Context: an optimization exercise on an open-source flow, tuned for small area, a short achievable clock period and few clock cycles per item. The choices shown serve that exercise and are no tape-out recipe. Only simulation tests tie the RTL to the original design; equivalence was not proved. Power is estimated from default activity; no workload was simulated.

File: config.mk
export PLATFORM = sky130hd
export DESIGN_NAME = subbytes_stream
export DESIGN_NICKNAME = subbytes_stream
export VERILOG_FILES = /design/flow/design.v
export SDC_FILE = /design/flow/constraint.sdc
export NUM_CORES = 8
export LEC_CHECK = 0
export CAP_MARGIN = 20
export CORE_MARGIN = 2
export CORE_UTILIZATION = 25
export PLACE_DENSITY = 0.35
export SLEW_MARGIN = 20
File: constraint.sdc
create_clock -name core_clock -period 5.5 [get_ports {clk}]
set_input_delay 1.1000 -clock core_clock [delete_from_list [all_inputs] [get_ports {clk}]]
set_output_delay 1.1000 -clock core_clock [all_outputs]
set_load 0.01 [all_outputs]
File: design.v
package aes_pkg;
   localparam int BYTE_W = 8;
   typedef logic [BYTE_W-1:0] lane_t;
endpackage
module aes_sbox
(
   input  logic [aes_pkg::BYTE_W-1:0] din,
   input  logic              inv,
   output logic [aes_pkg::BYTE_W-1:0] dout
);
   logic [aes_pkg::BYTE_W-1:0] fwd_b, inv_b;
   always_comb begin
      case (din)
         8'h00: fwd_b = 8'h63;
         8'h01: fwd_b = 8'h7c;
         8'h02: fwd_b = 8'h77;
         8'h03: fwd_b = 8'h7b;
         8'h04: fwd_b = 8'hf2;
         8'h05: fwd_b = 8'h6b;
         8'h06: fwd_b = 8'h6f;
         8'h07: fwd_b = 8'hc5;
         8'h08: fwd_b = 8'h30;
         8'h09: fwd_b = 8'h01;
         8'h0a: fwd_b = 8'h67;
         8'h0b: fwd_b = 8'h2b;
         8'h0c: fwd_b = 8'hfe;
         8'h0d: fwd_b = 8'hd7;
         8'h0e: fwd_b = 8'hab;
         8'h0f: fwd_b = 8'h76;
         8'h10: fwd_b = 8'hca;
         8'h11: fwd_b = 8'h82;
         8'h12: fwd_b = 8'hc9;
         8'h13: fwd_b = 8'h7d;
         8'h14: fwd_b = 8'hfa;
         8'h15: fwd_b = 8'h59;
         8'h16: fwd_b = 8'h47;
         8'h17: fwd_b = 8'hf0;
         8'h18: fwd_b = 8'had;
         8'h19: fwd_b = 8'hd4;
         8'h1a: fwd_b = 8'ha2;
         8'h1b: fwd_b = 8'haf;
         8'h1c: fwd_b = 8'h9c;
         8'h1d: fwd_b = 8'ha4;
         8'h1e: fwd_b = 8'h72;
         8'h1f: fwd_b = 8'hc0;
         8'h20: fwd_b = 8'hb7;
         8'h21: fwd_b = 8'hfd;
         8'h22: fwd_b = 8'h93;
         8'h23: fwd_b = 8'h26;
         8'h24: fwd_b = 8'h36;
         8'h25: fwd_b = 8'h3f;
         8'h26: fwd_b = 8'hf7;
         8'h27: fwd_b = 8'hcc;
         8'h28: fwd_b = 8'h34;
         8'h29: fwd_b = 8'ha5;
         8'h2a: fwd_b = 8'he5;
         8'h2b: fwd_b = 8'hf1;
         8'h2c: fwd_b = 8'h71;
         8'h2d: fwd_b = 8'hd8;
         8'h2e: fwd_b = 8'h31;
         8'h2f: fwd_b = 8'h15;
         8'h30: fwd_b = 8'h04;
         8'h31: fwd_b = 8'hc7;
         8'h32: fwd_b = 8'h23;
         8'h33: fwd_b = 8'hc3;
         8'h34: fwd_b = 8'h18;
         8'h35: fwd_b = 8'h96;
         8'h36: fwd_b = 8'h05;
         8'h37: fwd_b = 8'h9a;
         8'h38: fwd_b = 8'h07;
         8'h39: fwd_b = 8'h12;
         8'h3a: fwd_b = 8'h80;
         8'h3b: fwd_b = 8'he2;
         8'h3c: fwd_b = 8'heb;
         8'h3d: fwd_b = 8'h27;
         8'h3e: fwd_b = 8'hb2;
         8'h3f: fwd_b = 8'h75;
         8'h40: fwd_b = 8'h09;
         8'h41: fwd_b = 8'h83;
         8'h42: fwd_b = 8'h2c;
         8'h43: fwd_b = 8'h1a;
         8'h44: fwd_b = 8'h1b;
         8'h45: fwd_b = 8'h6e;
         8'h46: fwd_b = 8'h5a;
         8'h47: fwd_b = 8'ha0;
         8'h48: fwd_b = 8'h52;
         8'h49: fwd_b = 8'h3b;
         8'h4a: fwd_b = 8'hd6;
         8'h4b: fwd_b = 8'hb3;
         8'h4c: fwd_b = 8'h29;
         8'h4d: fwd_b = 8'he3;
         8'h4e: fwd_b = 8'h2f;
         8'h4f: fwd_b = 8'h84;
         8'h50: fwd_b = 8'h53;
         8'h51: fwd_b = 8'hd1;
         8'h52: fwd_b = 8'h00;
         8'h53: fwd_b = 8'hed;
         8'h54: fwd_b = 8'h20;
         8'h55: fwd_b = 8'hfc;
         8'h56: fwd_b = 8'hb1;
         8'h57: fwd_b = 8'h5b;
         8'h58: fwd_b = 8'h6a;
         8'h59: fwd_b = 8'hcb;
         8'h5a: fwd_b = 8'hbe;
         8'h5b: fwd_b = 8'h39;
         8'h5c: fwd_b = 8'h4a;
         8'h5d: fwd_b = 8'h4c;
         8'h5e: fwd_b = 8'h58;
         8'h5f: fwd_b = 8'hcf;
         8'h60: fwd_b = 8'hd0;
         8'h61: fwd_b = 8'hef;
         8'h62: fwd_b = 8'haa;
         8'h63: fwd_b = 8'hfb;
         8'h64: fwd_b = 8'h43;
         8'h65: fwd_b = 8'h4d;
         8'h66: fwd_b = 8'h33;
         8'h67: fwd_b = 8'h85;
         8'h68: fwd_b = 8'h45;
         8'h69: fwd_b = 8'hf9;
         8'h6a: fwd_b = 8'h02;
         8'h6b: fwd_b = 8'h7f;
         8'h6c: fwd_b = 8'h50;
         8'h6d: fwd_b = 8'h3c;
         8'h6e: fwd_b = 8'h9f;
         8'h6f: fwd_b = 8'ha8;
         8'h70: fwd_b = 8'h51;
         8'h71: fwd_b = 8'ha3;
         8'h72: fwd_b = 8'h40;
         8'h73: fwd_b = 8'h8f;
         8'h74: fwd_b = 8'h92;
         8'h75: fwd_b = 8'h9d;
         8'h76: fwd_b = 8'h38;
         8'h77: fwd_b = 8'hf5;
         8'h78: fwd_b = 8'hbc;
         8'h79: fwd_b = 8'hb6;
         8'h7a: fwd_b = 8'hda;
         8'h7b: fwd_b = 8'h21;
         8'h7c: fwd_b = 8'h10;
         8'h7d: fwd_b = 8'hff;
         8'h7e: fwd_b = 8'hf3;
         8'h7f: fwd_b = 8'hd2;
         8'h80: fwd_b = 8'hcd;
         8'h81: fwd_b = 8'h0c;
         8'h82: fwd_b = 8'h13;
         8'h83: fwd_b = 8'hec;
         8'h84: fwd_b = 8'h5f;
         8'h85: fwd_b = 8'h97;
         8'h86: fwd_b = 8'h44;
         8'h87: fwd_b = 8'h17;
         8'h88: fwd_b = 8'hc4;
         8'h89: fwd_b = 8'ha7;
         8'h8a: fwd_b = 8'h7e;
         8'h8b: fwd_b = 8'h3d;
         8'h8c: fwd_b = 8'h64;
         8'h8d: fwd_b = 8'h5d;
         8'h8e: fwd_b = 8'h19;
         8'h8f: fwd_b = 8'h73;
         8'h90: fwd_b = 8'h60;
         8'h91: fwd_b = 8'h81;
         8'h92: fwd_b = 8'h4f;
         8'h93: fwd_b = 8'hdc;
         8'h94: fwd_b = 8'h22;
         8'h95: fwd_b = 8'h2a;
         8'h96: fwd_b = 8'h90;
         8'h97: fwd_b = 8'h88;
         8'h98: fwd_b = 8'h46;
         8'h99: fwd_b = 8'hee;
         8'h9a: fwd_b = 8'hb8;
         8'h9b: fwd_b = 8'h14;
         8'h9c: fwd_b = 8'hde;
         8'h9d: fwd_b = 8'h5e;
         8'h9e: fwd_b = 8'h0b;
         8'h9f: fwd_b = 8'hdb;
         8'ha0: fwd_b = 8'he0;
         8'ha1: fwd_b = 8'h32;
         8'ha2: fwd_b = 8'h3a;
         8'ha3: fwd_b = 8'h0a;
         8'ha4: fwd_b = 8'h49;
         8'ha5: fwd_b = 8'h06;
         8'ha6: fwd_b = 8'h24;
         8'ha7: fwd_b = 8'h5c;
         8'ha8: fwd_b = 8'hc2;
         8'ha9: fwd_b = 8'hd3;
         8'haa: fwd_b = 8'hac;
         8'hab: fwd_b = 8'h62;
         8'hac: fwd_b = 8'h91;
         8'had: fwd_b = 8'h95;
         8'hae: fwd_b = 8'he4;
         8'haf: fwd_b = 8'h79;
         8'hb0: fwd_b = 8'he7;
         8'hb1: fwd_b = 8'hc8;
         8'hb2: fwd_b = 8'h37;
         8'hb3: fwd_b = 8'h6d;
         8'hb4: fwd_b = 8'h8d;
         8'hb5: fwd_b = 8'hd5;
         8'hb6: fwd_b = 8'h4e;
         8'hb7: fwd_b = 8'ha9;
         8'hb8: fwd_b = 8'h6c;
         8'hb9: fwd_b = 8'h56;
         8'hba: fwd_b = 8'hf4;
         8'hbb: fwd_b = 8'hea;
         8'hbc: fwd_b = 8'h65;
         8'hbd: fwd_b = 8'h7a;
         8'hbe: fwd_b = 8'hae;
         8'hbf: fwd_b = 8'h08;
         8'hc0: fwd_b = 8'hba;
         8'hc1: fwd_b = 8'h78;
         8'hc2: fwd_b = 8'h25;
         8'hc3: fwd_b = 8'h2e;
         8'hc4: fwd_b = 8'h1c;
         8'hc5: fwd_b = 8'ha6;
         8'hc6: fwd_b = 8'hb4;
         8'hc7: fwd_b = 8'hc6;
         8'hc8: fwd_b = 8'he8;
         8'hc9: fwd_b = 8'hdd;
         8'hca: fwd_b = 8'h74;
         8'hcb: fwd_b = 8'h1f;
         8'hcc: fwd_b = 8'h4b;
         8'hcd: fwd_b = 8'hbd;
         8'hce: fwd_b = 8'h8b;
         8'hcf: fwd_b = 8'h8a;
         8'hd0: fwd_b = 8'h70;
         8'hd1: fwd_b = 8'h3e;
         8'hd2: fwd_b = 8'hb5;
         8'hd3: fwd_b = 8'h66;
         8'hd4: fwd_b = 8'h48;
         8'hd5: fwd_b = 8'h03;
         8'hd6: fwd_b = 8'hf6;
         8'hd7: fwd_b = 8'h0e;
         8'hd8: fwd_b = 8'h61;
         8'hd9: fwd_b = 8'h35;
         8'hda: fwd_b = 8'h57;
         8'hdb: fwd_b = 8'hb9;
         8'hdc: fwd_b = 8'h86;
         8'hdd: fwd_b = 8'hc1;
         8'hde: fwd_b = 8'h1d;
         8'hdf: fwd_b = 8'h9e;
         8'he0: fwd_b = 8'he1;
         8'he1: fwd_b = 8'hf8;
         8'he2: fwd_b = 8'h98;
         8'he3: fwd_b = 8'h11;
         8'he4: fwd_b = 8'h69;
         8'he5: fwd_b = 8'hd9;
         8'he6: fwd_b = 8'h8e;
         8'he7: fwd_b = 8'h94;
         8'he8: fwd_b = 8'h9b;
         8'he9: fwd_b = 8'h1e;
         8'hea: fwd_b = 8'h87;
         8'heb: fwd_b = 8'he9;
         8'hec: fwd_b = 8'hce;
         8'hed: fwd_b = 8'h55;
         8'hee: fwd_b = 8'h28;
         8'hef: fwd_b = 8'hdf;
         8'hf0: fwd_b = 8'h8c;
         8'hf1: fwd_b = 8'ha1;
         8'hf2: fwd_b = 8'h89;
         8'hf3: fwd_b = 8'h0d;
         8'hf4: fwd_b = 8'hbf;
         8'hf5: fwd_b = 8'he6;
         8'hf6: fwd_b = 8'h42;
         8'hf7: fwd_b = 8'h68;
         8'hf8: fwd_b = 8'h41;
         8'hf9: fwd_b = 8'h99;
         8'hfa: fwd_b = 8'h2d;
         8'hfb: fwd_b = 8'h0f;
         8'hfc: fwd_b = 8'hb0;
         8'hfd: fwd_b = 8'h54;
         8'hfe: fwd_b = 8'hbb;
         8'hff: fwd_b = 8'h16;
         default: fwd_b = 8'h00;
      endcase
   end
   always_comb begin
      case (din)
         8'h00: inv_b = 8'h52;
         8'h01: inv_b = 8'h09;
         8'h02: inv_b = 8'h6a;
         8'h03: inv_b = 8'hd5;
         8'h04: inv_b = 8'h30;
         8'h05: inv_b = 8'h36;
         8'h06: inv_b = 8'ha5;
         8'h07: inv_b = 8'h38;
         8'h08: inv_b = 8'hbf;
         8'h09: inv_b = 8'h40;
         8'h0a: inv_b = 8'ha3;
         8'h0b: inv_b = 8'h9e;
         8'h0c: inv_b = 8'h81;
         8'h0d: inv_b = 8'hf3;
         8'h0e: inv_b = 8'hd7;
         8'h0f: inv_b = 8'hfb;
         8'h10: inv_b = 8'h7c;
         8'h11: inv_b = 8'he3;
         8'h12: inv_b = 8'h39;
         8'h13: inv_b = 8'h82;
         8'h14: inv_b = 8'h9b;
         8'h15: inv_b = 8'h2f;
         8'h16: inv_b = 8'hff;
         8'h17: inv_b = 8'h87;
         8'h18: inv_b = 8'h34;
         8'h19: inv_b = 8'h8e;
         8'h1a: inv_b = 8'h43;
         8'h1b: inv_b = 8'h44;
         8'h1c: inv_b = 8'hc4;
         8'h1d: inv_b = 8'hde;
         8'h1e: inv_b = 8'he9;
         8'h1f: inv_b = 8'hcb;
         8'h20: inv_b = 8'h54;
         8'h21: inv_b = 8'h7b;
         8'h22: inv_b = 8'h94;
         8'h23: inv_b = 8'h32;
         8'h24: inv_b = 8'ha6;
         8'h25: inv_b = 8'hc2;
         8'h26: inv_b = 8'h23;
         8'h27: inv_b = 8'h3d;
         8'h28: inv_b = 8'hee;
         8'h29: inv_b = 8'h4c;
         8'h2a: inv_b = 8'h95;
         8'h2b: inv_b = 8'h0b;
         8'h2c: inv_b = 8'h42;
         8'h2d: inv_b = 8'hfa;
         8'h2e: inv_b = 8'hc3;
         8'h2f: inv_b = 8'h4e;
         8'h30: inv_b = 8'h08;
         8'h31: inv_b = 8'h2e;
         8'h32: inv_b = 8'ha1;
         8'h33: inv_b = 8'h66;
         8'h34: inv_b = 8'h28;
         8'h35: inv_b = 8'hd9;
         8'h36: inv_b = 8'h24;
         8'h37: inv_b = 8'hb2;
         8'h38: inv_b = 8'h76;
         8'h39: inv_b = 8'h5b;
         8'h3a: inv_b = 8'ha2;
         8'h3b: inv_b = 8'h49;
         8'h3c: inv_b = 8'h6d;
         8'h3d: inv_b = 8'h8b;
         8'h3e: inv_b = 8'hd1;
         8'h3f: inv_b = 8'h25;
         8'h40: inv_b = 8'h72;
         8'h41: inv_b = 8'hf8;
         8'h42: inv_b = 8'hf6;
         8'h43: inv_b = 8'h64;
         8'h44: inv_b = 8'h86;
         8'h45: inv_b = 8'h68;
         8'h46: inv_b = 8'h98;
         8'h47: inv_b = 8'h16;
         8'h48: inv_b = 8'hd4;
         8'h49: inv_b = 8'ha4;
         8'h4a: inv_b = 8'h5c;
         8'h4b: inv_b = 8'hcc;
         8'h4c: inv_b = 8'h5d;
         8'h4d: inv_b = 8'h65;
         8'h4e: inv_b = 8'hb6;
         8'h4f: inv_b = 8'h92;
         8'h50: inv_b = 8'h6c;
         8'h51: inv_b = 8'h70;
         8'h52: inv_b = 8'h48;
         8'h53: inv_b = 8'h50;
         8'h54: inv_b = 8'hfd;
         8'h55: inv_b = 8'hed;
         8'h56: inv_b = 8'hb9;
         8'h57: inv_b = 8'hda;
         8'h58: inv_b = 8'h5e;
         8'h59: inv_b = 8'h15;
         8'h5a: inv_b = 8'h46;
         8'h5b: inv_b = 8'h57;
         8'h5c: inv_b = 8'ha7;
         8'h5d: inv_b = 8'h8d;
         8'h5e: inv_b = 8'h9d;
         8'h5f: inv_b = 8'h84;
         8'h60: inv_b = 8'h90;
         8'h61: inv_b = 8'hd8;
         8'h62: inv_b = 8'hab;
         8'h63: inv_b = 8'h00;
         8'h64: inv_b = 8'h8c;
         8'h65: inv_b = 8'hbc;
         8'h66: inv_b = 8'hd3;
         8'h67: inv_b = 8'h0a;
         8'h68: inv_b = 8'hf7;
         8'h69: inv_b = 8'he4;
         8'h6a: inv_b = 8'h58;
         8'h6b: inv_b = 8'h05;
         8'h6c: inv_b = 8'hb8;
         8'h6d: inv_b = 8'hb3;
         8'h6e: inv_b = 8'h45;
         8'h6f: inv_b = 8'h06;
         8'h70: inv_b = 8'hd0;
         8'h71: inv_b = 8'h2c;
         8'h72: inv_b = 8'h1e;
         8'h73: inv_b = 8'h8f;
         8'h74: inv_b = 8'hca;
         8'h75: inv_b = 8'h3f;
         8'h76: inv_b = 8'h0f;
         8'h77: inv_b = 8'h02;
         8'h78: inv_b = 8'hc1;
         8'h79: inv_b = 8'haf;
         8'h7a: inv_b = 8'hbd;
         8'h7b: inv_b = 8'h03;
         8'h7c: inv_b = 8'h01;
         8'h7d: inv_b = 8'h13;
         8'h7e: inv_b = 8'h8a;
         8'h7f: inv_b = 8'h6b;
         8'h80: inv_b = 8'h3a;
         8'h81: inv_b = 8'h91;
         8'h82: inv_b = 8'h11;
         8'h83: inv_b = 8'h41;
         8'h84: inv_b = 8'h4f;
         8'h85: inv_b = 8'h67;
         8'h86: inv_b = 8'hdc;
         8'h87: inv_b = 8'hea;
         8'h88: inv_b = 8'h97;
         8'h89: inv_b = 8'hf2;
         8'h8a: inv_b = 8'hcf;
         8'h8b: inv_b = 8'hce;
         8'h8c: inv_b = 8'hf0;
         8'h8d: inv_b = 8'hb4;
         8'h8e: inv_b = 8'he6;
         8'h8f: inv_b = 8'h73;
         8'h90: inv_b = 8'h96;
         8'h91: inv_b = 8'hac;
         8'h92: inv_b = 8'h74;
         8'h93: inv_b = 8'h22;
         8'h94: inv_b = 8'he7;
         8'h95: inv_b = 8'had;
         8'h96: inv_b = 8'h35;
         8'h97: inv_b = 8'h85;
         8'h98: inv_b = 8'he2;
         8'h99: inv_b = 8'hf9;
         8'h9a: inv_b = 8'h37;
         8'h9b: inv_b = 8'he8;
         8'h9c: inv_b = 8'h1c;
         8'h9d: inv_b = 8'h75;
         8'h9e: inv_b = 8'hdf;
         8'h9f: inv_b = 8'h6e;
         8'ha0: inv_b = 8'h47;
         8'ha1: inv_b = 8'hf1;
         8'ha2: inv_b = 8'h1a;
         8'ha3: inv_b = 8'h71;
         8'ha4: inv_b = 8'h1d;
         8'ha5: inv_b = 8'h29;
         8'ha6: inv_b = 8'hc5;
         8'ha7: inv_b = 8'h89;
         8'ha8: inv_b = 8'h6f;
         8'ha9: inv_b = 8'hb7;
         8'haa: inv_b = 8'h62;
         8'hab: inv_b = 8'h0e;
         8'hac: inv_b = 8'haa;
         8'had: inv_b = 8'h18;
         8'hae: inv_b = 8'hbe;
         8'haf: inv_b = 8'h1b;
         8'hb0: inv_b = 8'hfc;
         8'hb1: inv_b = 8'h56;
         8'hb2: inv_b = 8'h3e;
         8'hb3: inv_b = 8'h4b;
         8'hb4: inv_b = 8'hc6;
         8'hb5: inv_b = 8'hd2;
         8'hb6: inv_b = 8'h79;
         8'hb7: inv_b = 8'h20;
         8'hb8: inv_b = 8'h9a;
         8'hb9: inv_b = 8'hdb;
         8'hba: inv_b = 8'hc0;
         8'hbb: inv_b = 8'hfe;
         8'hbc: inv_b = 8'h78;
         8'hbd: inv_b = 8'hcd;
         8'hbe: inv_b = 8'h5a;
         8'hbf: inv_b = 8'hf4;
         8'hc0: inv_b = 8'h1f;
         8'hc1: inv_b = 8'hdd;
         8'hc2: inv_b = 8'ha8;
         8'hc3: inv_b = 8'h33;
         8'hc4: inv_b = 8'h88;
         8'hc5: inv_b = 8'h07;
         8'hc6: inv_b = 8'hc7;
         8'hc7: inv_b = 8'h31;
         8'hc8: inv_b = 8'hb1;
         8'hc9: inv_b = 8'h12;
         8'hca: inv_b = 8'h10;
         8'hcb: inv_b = 8'h59;
         8'hcc: inv_b = 8'h27;
         8'hcd: inv_b = 8'h80;
         8'hce: inv_b = 8'hec;
         8'hcf: inv_b = 8'h5f;
         8'hd0: inv_b = 8'h60;
         8'hd1: inv_b = 8'h51;
         8'hd2: inv_b = 8'h7f;
         8'hd3: inv_b = 8'ha9;
         8'hd4: inv_b = 8'h19;
         8'hd5: inv_b = 8'hb5;
         8'hd6: inv_b = 8'h4a;
         8'hd7: inv_b = 8'h0d;
         8'hd8: inv_b = 8'h2d;
         8'hd9: inv_b = 8'he5;
         8'hda: inv_b = 8'h7a;
         8'hdb: inv_b = 8'h9f;
         8'hdc: inv_b = 8'h93;
         8'hdd: inv_b = 8'hc9;
         8'hde: inv_b = 8'h9c;
         8'hdf: inv_b = 8'hef;
         8'he0: inv_b = 8'ha0;
         8'he1: inv_b = 8'he0;
         8'he2: inv_b = 8'h3b;
         8'he3: inv_b = 8'h4d;
         8'he4: inv_b = 8'hae;
         8'he5: inv_b = 8'h2a;
         8'he6: inv_b = 8'hf5;
         8'he7: inv_b = 8'hb0;
         8'he8: inv_b = 8'hc8;
         8'he9: inv_b = 8'heb;
         8'hea: inv_b = 8'hbb;
         8'heb: inv_b = 8'h3c;
         8'hec: inv_b = 8'h83;
         8'hed: inv_b = 8'h53;
         8'hee: inv_b = 8'h99;
         8'hef: inv_b = 8'h61;
         8'hf0: inv_b = 8'h17;
         8'hf1: inv_b = 8'h2b;
         8'hf2: inv_b = 8'h04;
         8'hf3: inv_b = 8'h7e;
         8'hf4: inv_b = 8'hba;
         8'hf5: inv_b = 8'h77;
         8'hf6: inv_b = 8'hd6;
         8'hf7: inv_b = 8'h26;
         8'hf8: inv_b = 8'he1;
         8'hf9: inv_b = 8'h69;
         8'hfa: inv_b = 8'h14;
         8'hfb: inv_b = 8'h63;
         8'hfc: inv_b = 8'h55;
         8'hfd: inv_b = 8'h21;
         8'hfe: inv_b = 8'h0c;
         8'hff: inv_b = 8'h7d;
         default: inv_b = 8'h00;
      endcase
   end
   always_comb begin
      dout = inv ? inv_b : fwd_b;
   end
endmodule
module subbytes_stream
#(
   parameter int LANES      = 16,
   parameter int FIFO_DEPTH = 4,
   parameter int CNT_W      = 32
) (
   input  logic                    clk,
   input  logic                    rst,
   input  logic                    in_valid,
   output logic                    in_ready,
   input  logic [aes_pkg::BYTE_W*LANES-1:0] in_data,
   input  logic                    in_inv,
   input  logic                    in_last,
   output logic                    out_valid,
   input  logic                    out_ready,
   output logic [aes_pkg::BYTE_W*LANES-1:0] out_data,
   output logic                    out_last,
   output logic [CNT_W-1:0]        beat_count
);
   localparam int PTR_W = $clog2(FIFO_DEPTH);
   localparam int OCC_W = PTR_W + 2;
   typedef struct packed {
      logic [aes_pkg::BYTE_W*LANES-1:0] data;
      logic                    last;
   } beat_t;
   logic [aes_pkg::BYTE_W*LANES-1:0] sub_data;
   genvar gi;
   for (gi = 0; gi < LANES; gi++) begin : g_lane
      aes_sbox u_sbox (
         .din  (in_data[aes_pkg::BYTE_W*gi +: aes_pkg::BYTE_W]),
         .inv  (in_inv),
         .dout (sub_data[aes_pkg::BYTE_W*gi +: aes_pkg::BYTE_W])
      );
   end
   beat_t             s1_q, s1_d;
   logic              s1_valid_q, s1_valid_d;
   logic [aes_pkg::BYTE_W*LANES:0] mem_q [FIFO_DEPTH];
   logic [PTR_W-1:0]  wr_ptr_q, wr_ptr_d;
   logic [PTR_W-1:0]  rd_ptr_q, rd_ptr_d;
   logic [PTR_W:0]    count_q, count_d;
   logic [CNT_W-1:0]  beat_count_q, beat_count_d;
   logic              in_fire;
   logic              push;
   logic              pop;
   logic [OCC_W-1:0]  occupancy;
   beat_t             head;
   always_comb begin
      occupancy  = OCC_W'(count_q) + OCC_W'(s1_valid_q);
      in_ready   = occupancy < OCC_W'(FIFO_DEPTH);
      in_fire    = in_valid && in_ready;
      out_valid  = (count_q != '0);
      pop        = out_valid && out_ready;
      push       = s1_valid_q;
      head       = mem_q[rd_ptr_q];
      out_data   = out_valid ? head.data : '0;
      out_last   = out_valid ? head.last : 1'b0;
      beat_count = beat_count_q;
      s1_valid_d = in_fire;
      s1_d       = s1_q;
      if (in_fire) begin
         s1_d.data = sub_data;
         s1_d.last = in_last;
      end
      wr_ptr_d = push ? wr_ptr_q + 1'b1 : wr_ptr_q;
      rd_ptr_d = pop  ? rd_ptr_q + 1'b1 : rd_ptr_q;
      count_d = count_q;
      case ({push, pop})
         2'b10:   count_d = count_q + 1'b1;
         2'b01:   count_d = count_q - 1'b1;
         default: count_d = count_q;
      endcase
      beat_count_d = beat_count_q + CNT_W'(in_fire);
   end
   always_ff @(posedge clk or posedge rst) begin
      if (rst) begin
         s1_q         <= '0;
         s1_valid_q   <= 1'b0;
         wr_ptr_q     <= '0;
         rd_ptr_q     <= '0;
         count_q      <= '0;
         beat_count_q <= '0;
      end else begin
         s1_q         <= s1_d;
         s1_valid_q   <= s1_valid_d;
         wr_ptr_q     <= wr_ptr_d;
         rd_ptr_q     <= rd_ptr_d;
         count_q      <= count_d;
         beat_count_q <= beat_count_d;
      end
   end
   always_ff @(posedge clk) begin
      if (push) begin
         mem_q[wr_ptr_q] <= s1_q;
      end
   end
endmodule
File: run.sh
#!/bin/bash
# synth_recipe.tcl (not shown) runs the flow's synth.tcl, then flattens the netlist and writes it again
# the make line also repeats each setting of config.mk as NAME=value (left out here)
make -C /OpenROAD-flow-scripts/flow DESIGN_CONFIG=/design/flow/config.mk WORK_HOME=/design/flow/orfs CLKGATE_MAP_FILE= SYNTH_SCRIPT=/design/flow/synth_recipe.tcl finish
==> flow_summary.toml <==
[sta]
hold_viol = 0
tns_ps = 0
max_freq_mhz = 218
rsz0062_at_grt = "no"
final.min_clock_period_ps = 4580
drv_slew = 0
skew_ps = 75.0
worst_slew_pin_slew_ps = 1300
setup_viol = 0
slew-limit-headroom_pct = 11.2
post-route-period-util_pct = 83.3

[placed_design]
placed_cell_area_sq_um = 132000
numPortBuffers = 296
dp_hpwl_microns = 614000
finalWeightedCongestion = 1.04

[yosys]
ys_types = 99
ys_warn_count = 2
synthMuxAreaShare_pct = 7.66
synth.avg_cell_area_sq_um = 7.13
synthSimpleGateAreaFrac_pct = 24.1
synth-async-reset-ratio_pct = 24.7
synth_compound_area_share_pct = 39.6
synth-xor-area-share_pct = 0.539
synth_area_sq_um = 122000
syn-num-nets = 17600
yosysSeqAreaShare_pct = 16.2
synth_top_family_by_area = "compound AO/OA/AOI/OAI gates"
synth_cells = 17100
yosys_most_used_dff = "edfxtp_1"
synth_fa_ha_area_share_pct = 3.65
synth-edff-count = 516
synth-seq-cells = 685

[detailed_routing]
drt_pass1_iterations = 9
wire_per_inst_microns = 38.5
dr.first_iter.drc_count = 30000
ant_nets = 0
via_per_inst = 7.00
routed-via-count = 160000
drc = 0
routed_wl_microns = 880000

[setup_path]
critPathKind = "register to output pin"
setup.worst_path.start_class = "register"
cp.required_ps = 4400
worst_ep_arrival_time_ps = 3480
cp-end-kind = "output pin"
cp_max_fo = 41

[final_layout]
drive_gt1_share_pct = 12.4
design_area_sq_um = 136000
mostFrequentLayoutCell = "a21oi_1"
fill_cells = 54000
layout_common_cells = "1491 x a21oi_1, 1442 x o21ai_0, 1390 x nand2_1"
nNetsFinal = 16800
syn2layout_area_growth_pct = 11.5

[status]
outcome = "timing/DRC/antenna clean"

[cts]
cts_htree_levels = 3
clockBufferDepth = 4
cts_setup_buffers = 0
clkSinkCount = 685
clock_latency_ps = 940
post_cts_resize_count = 0
cts_tree = "yes"
clk_pin_slew_ps = 60
cts_hold_buffers = 0
cts-buffers-inserted = 104
cts-root-buf = "clkbuf_16"

[global_route]
grt_usage_pct = 33.7
grt_first_pass_wirelength_microns = 1220000
gr-total-overflow = 0
grt_max_degree = 145
grt_pass1_vias = 150000
antenna_found_initial = 72

[floorplanning]
die_h_microns = 702
dieArea_sq_um = 493000
die_w_microns = 702
start_util_pct = 25.1
num_rows = 256
pin_count = 297
core-area_sq_um = 486000

[pwr]
power_density_nw_per_um2 = 258
irDropWorstVdd_uv = 389
p_leak_nw = 45.8

[run]
cap_violations = 0

[hold_path]
hold_path.class = "register to register"
[per-layer routing]
layer	vias up	track usage, %	part of all wire (%)
li1	64800	-	-
met1	78700	44.9	40
met2	13300	49.8	41
met3	3186	8.16	12
met4	52	18.9	7.1
met5	-	0	0.044
[worst paths after layout]
path,start,endpoint,slack (ps),cells past startpoint
max in group asynchronous,rst,s1_q[66]$_DFFE_PP0N_,3890,3
min in group asynchronous,rst,beat_count_q[4]$_DFF_PP0_,480,2
min,beat_count_q[31]$_DFF_PP0_,beat_count_q[31]$_DFF_PP0_,470,1
min reg2reg,beat_count_q[31]$_DFF_PP0_,beat_count_q[31]$_DFF_PP0_,470,1
max reg2reg,s1_valid_q$_DFF_PP0_,s1_q[63]$_DFFE_PP0N_,1910,9
max,rd_ptr_q[0]$_DFFE_PP0N_,out_data[39],920,4
[sequential cells by signal (all words and copies together), names as in the netlist]
signal and count:
count_q 3, wr_ptr_q 2, beat_count_q 32, mem_q 516, s1_valid_q 1, rd_ptr_q 2, s1_q 129
[where the power goes]
group	total (mW)	leakage, nW	internal (mW)	switching (mW)
clock	7.13	1.68	4.15	2.98
sequential	8.35	6.75	7.30	1.05
combinational	19.6	37.4	6.73	12.9
[worst max-delay path: stages (launching register included)]
cell,delay [ps]
dfrtp_4,620
buf_12,340
mux4_2,570
and2_1,350
clkdlybuf4s50_1,610
[logic make-up after synthesis]
family                     Yosys count
AOI/OAI and AO/OA                 7053
and+or+nand+nor                   5957
buffers and inverters             2437
DFF                                685
muxes                              521
adders and majority gates          355
xor gates and xnor gates            75
[synthesized netlist by cell type (all sizes together) (160+ instances only)]
cell type	n	share of area, %
o31ai	200	1.2
dfrtp	169	3.5
nand2	1395	4.3
o21ai	1444	5.9
o211ai	381	2.4
o221ai	167	1.2
ha	352	3.6
nand3	624	2.6
edfxtp	516	13
nor2b	426	2.2
or2	166	0.85
clkbuf	1257	3.9
nand2b	510	2.6
nor2	1261	3.9
buf	982	3.8
a211oi	454	2.8
nor3	692	2.8
inv	160	0.49
a221oi	168	1.2
o311ai	367	2.6
a21oi	1491	6.1
and2	335	1.7
a31oi	450	2.3
mux4	325	6.0
a311oi	374	2.7
[per-stage QoR]
stage / hold slack [ps] / setup slack [ps] / cells / power, mW / utilization [%]
after floorplan: 455 / 1330 / 17100 / 18.1 / -
after global placement: 465 / 297 / 22700 / 27.9 / 27.2
after detailed placement: 465 / 382 / 22700 / 27.6 / 27.2
after CTS: 411 / 735 / 22900 / 35.0 / 28.0
after global routing: 449 / 756 / 22900 / 36.4 / 28.0
final: 472 / 916 / 22900 / 35.1 / 28.0
[final cells by class]
cell class / count / area, sq um / area share [%]
multi-input cells: 14000 / 92100 / 67.8
flip-flops and latches: 685 / 19700 / 14.5
repair buffers: 1373 / 11700 / 8.60
well taps: 6450 / 8070 / 5.94
clock buffers: 136 / 2810 / 2.07
inverters: 198 / 759 / 0.559
clock inverters: 55 / 683 / 0.503
diodes: 25 / 62.6 / 0.0460
Testbench counts, summed over its fixed seeds: cycles 4,112, items 4,096.

## afterwards: timing with drivers on the ports
The results above use ideal ports. As a check the final layout listed here was re-extracted and re-timed, cells and wires unchanged. Step 1: set_driving_cell puts a clkbuf_16 on clk and a buf_2 on each other input, an assumption about the parent block. Step 2 times the ports against the registers' clock, not the clock port: input delays grow and output delays shrink by t, the midpoint of the rising clock arrivals with the driver on. a / b / c = ideal ports / drivers / drivers and shift; a / b = the first two.
t (ns): 0.999
setup slack, ns: 0.916 / 0.822 / 0.030
hold WS [ns]: 0.472 / 0.405 / 0.472
worst slew at a driven data input, ns: 0.27
After both steps setup and hold are still met in this run. The setup slack of this run moves by -0.094 ns with the drivers and by -0.886 ns with both steps.
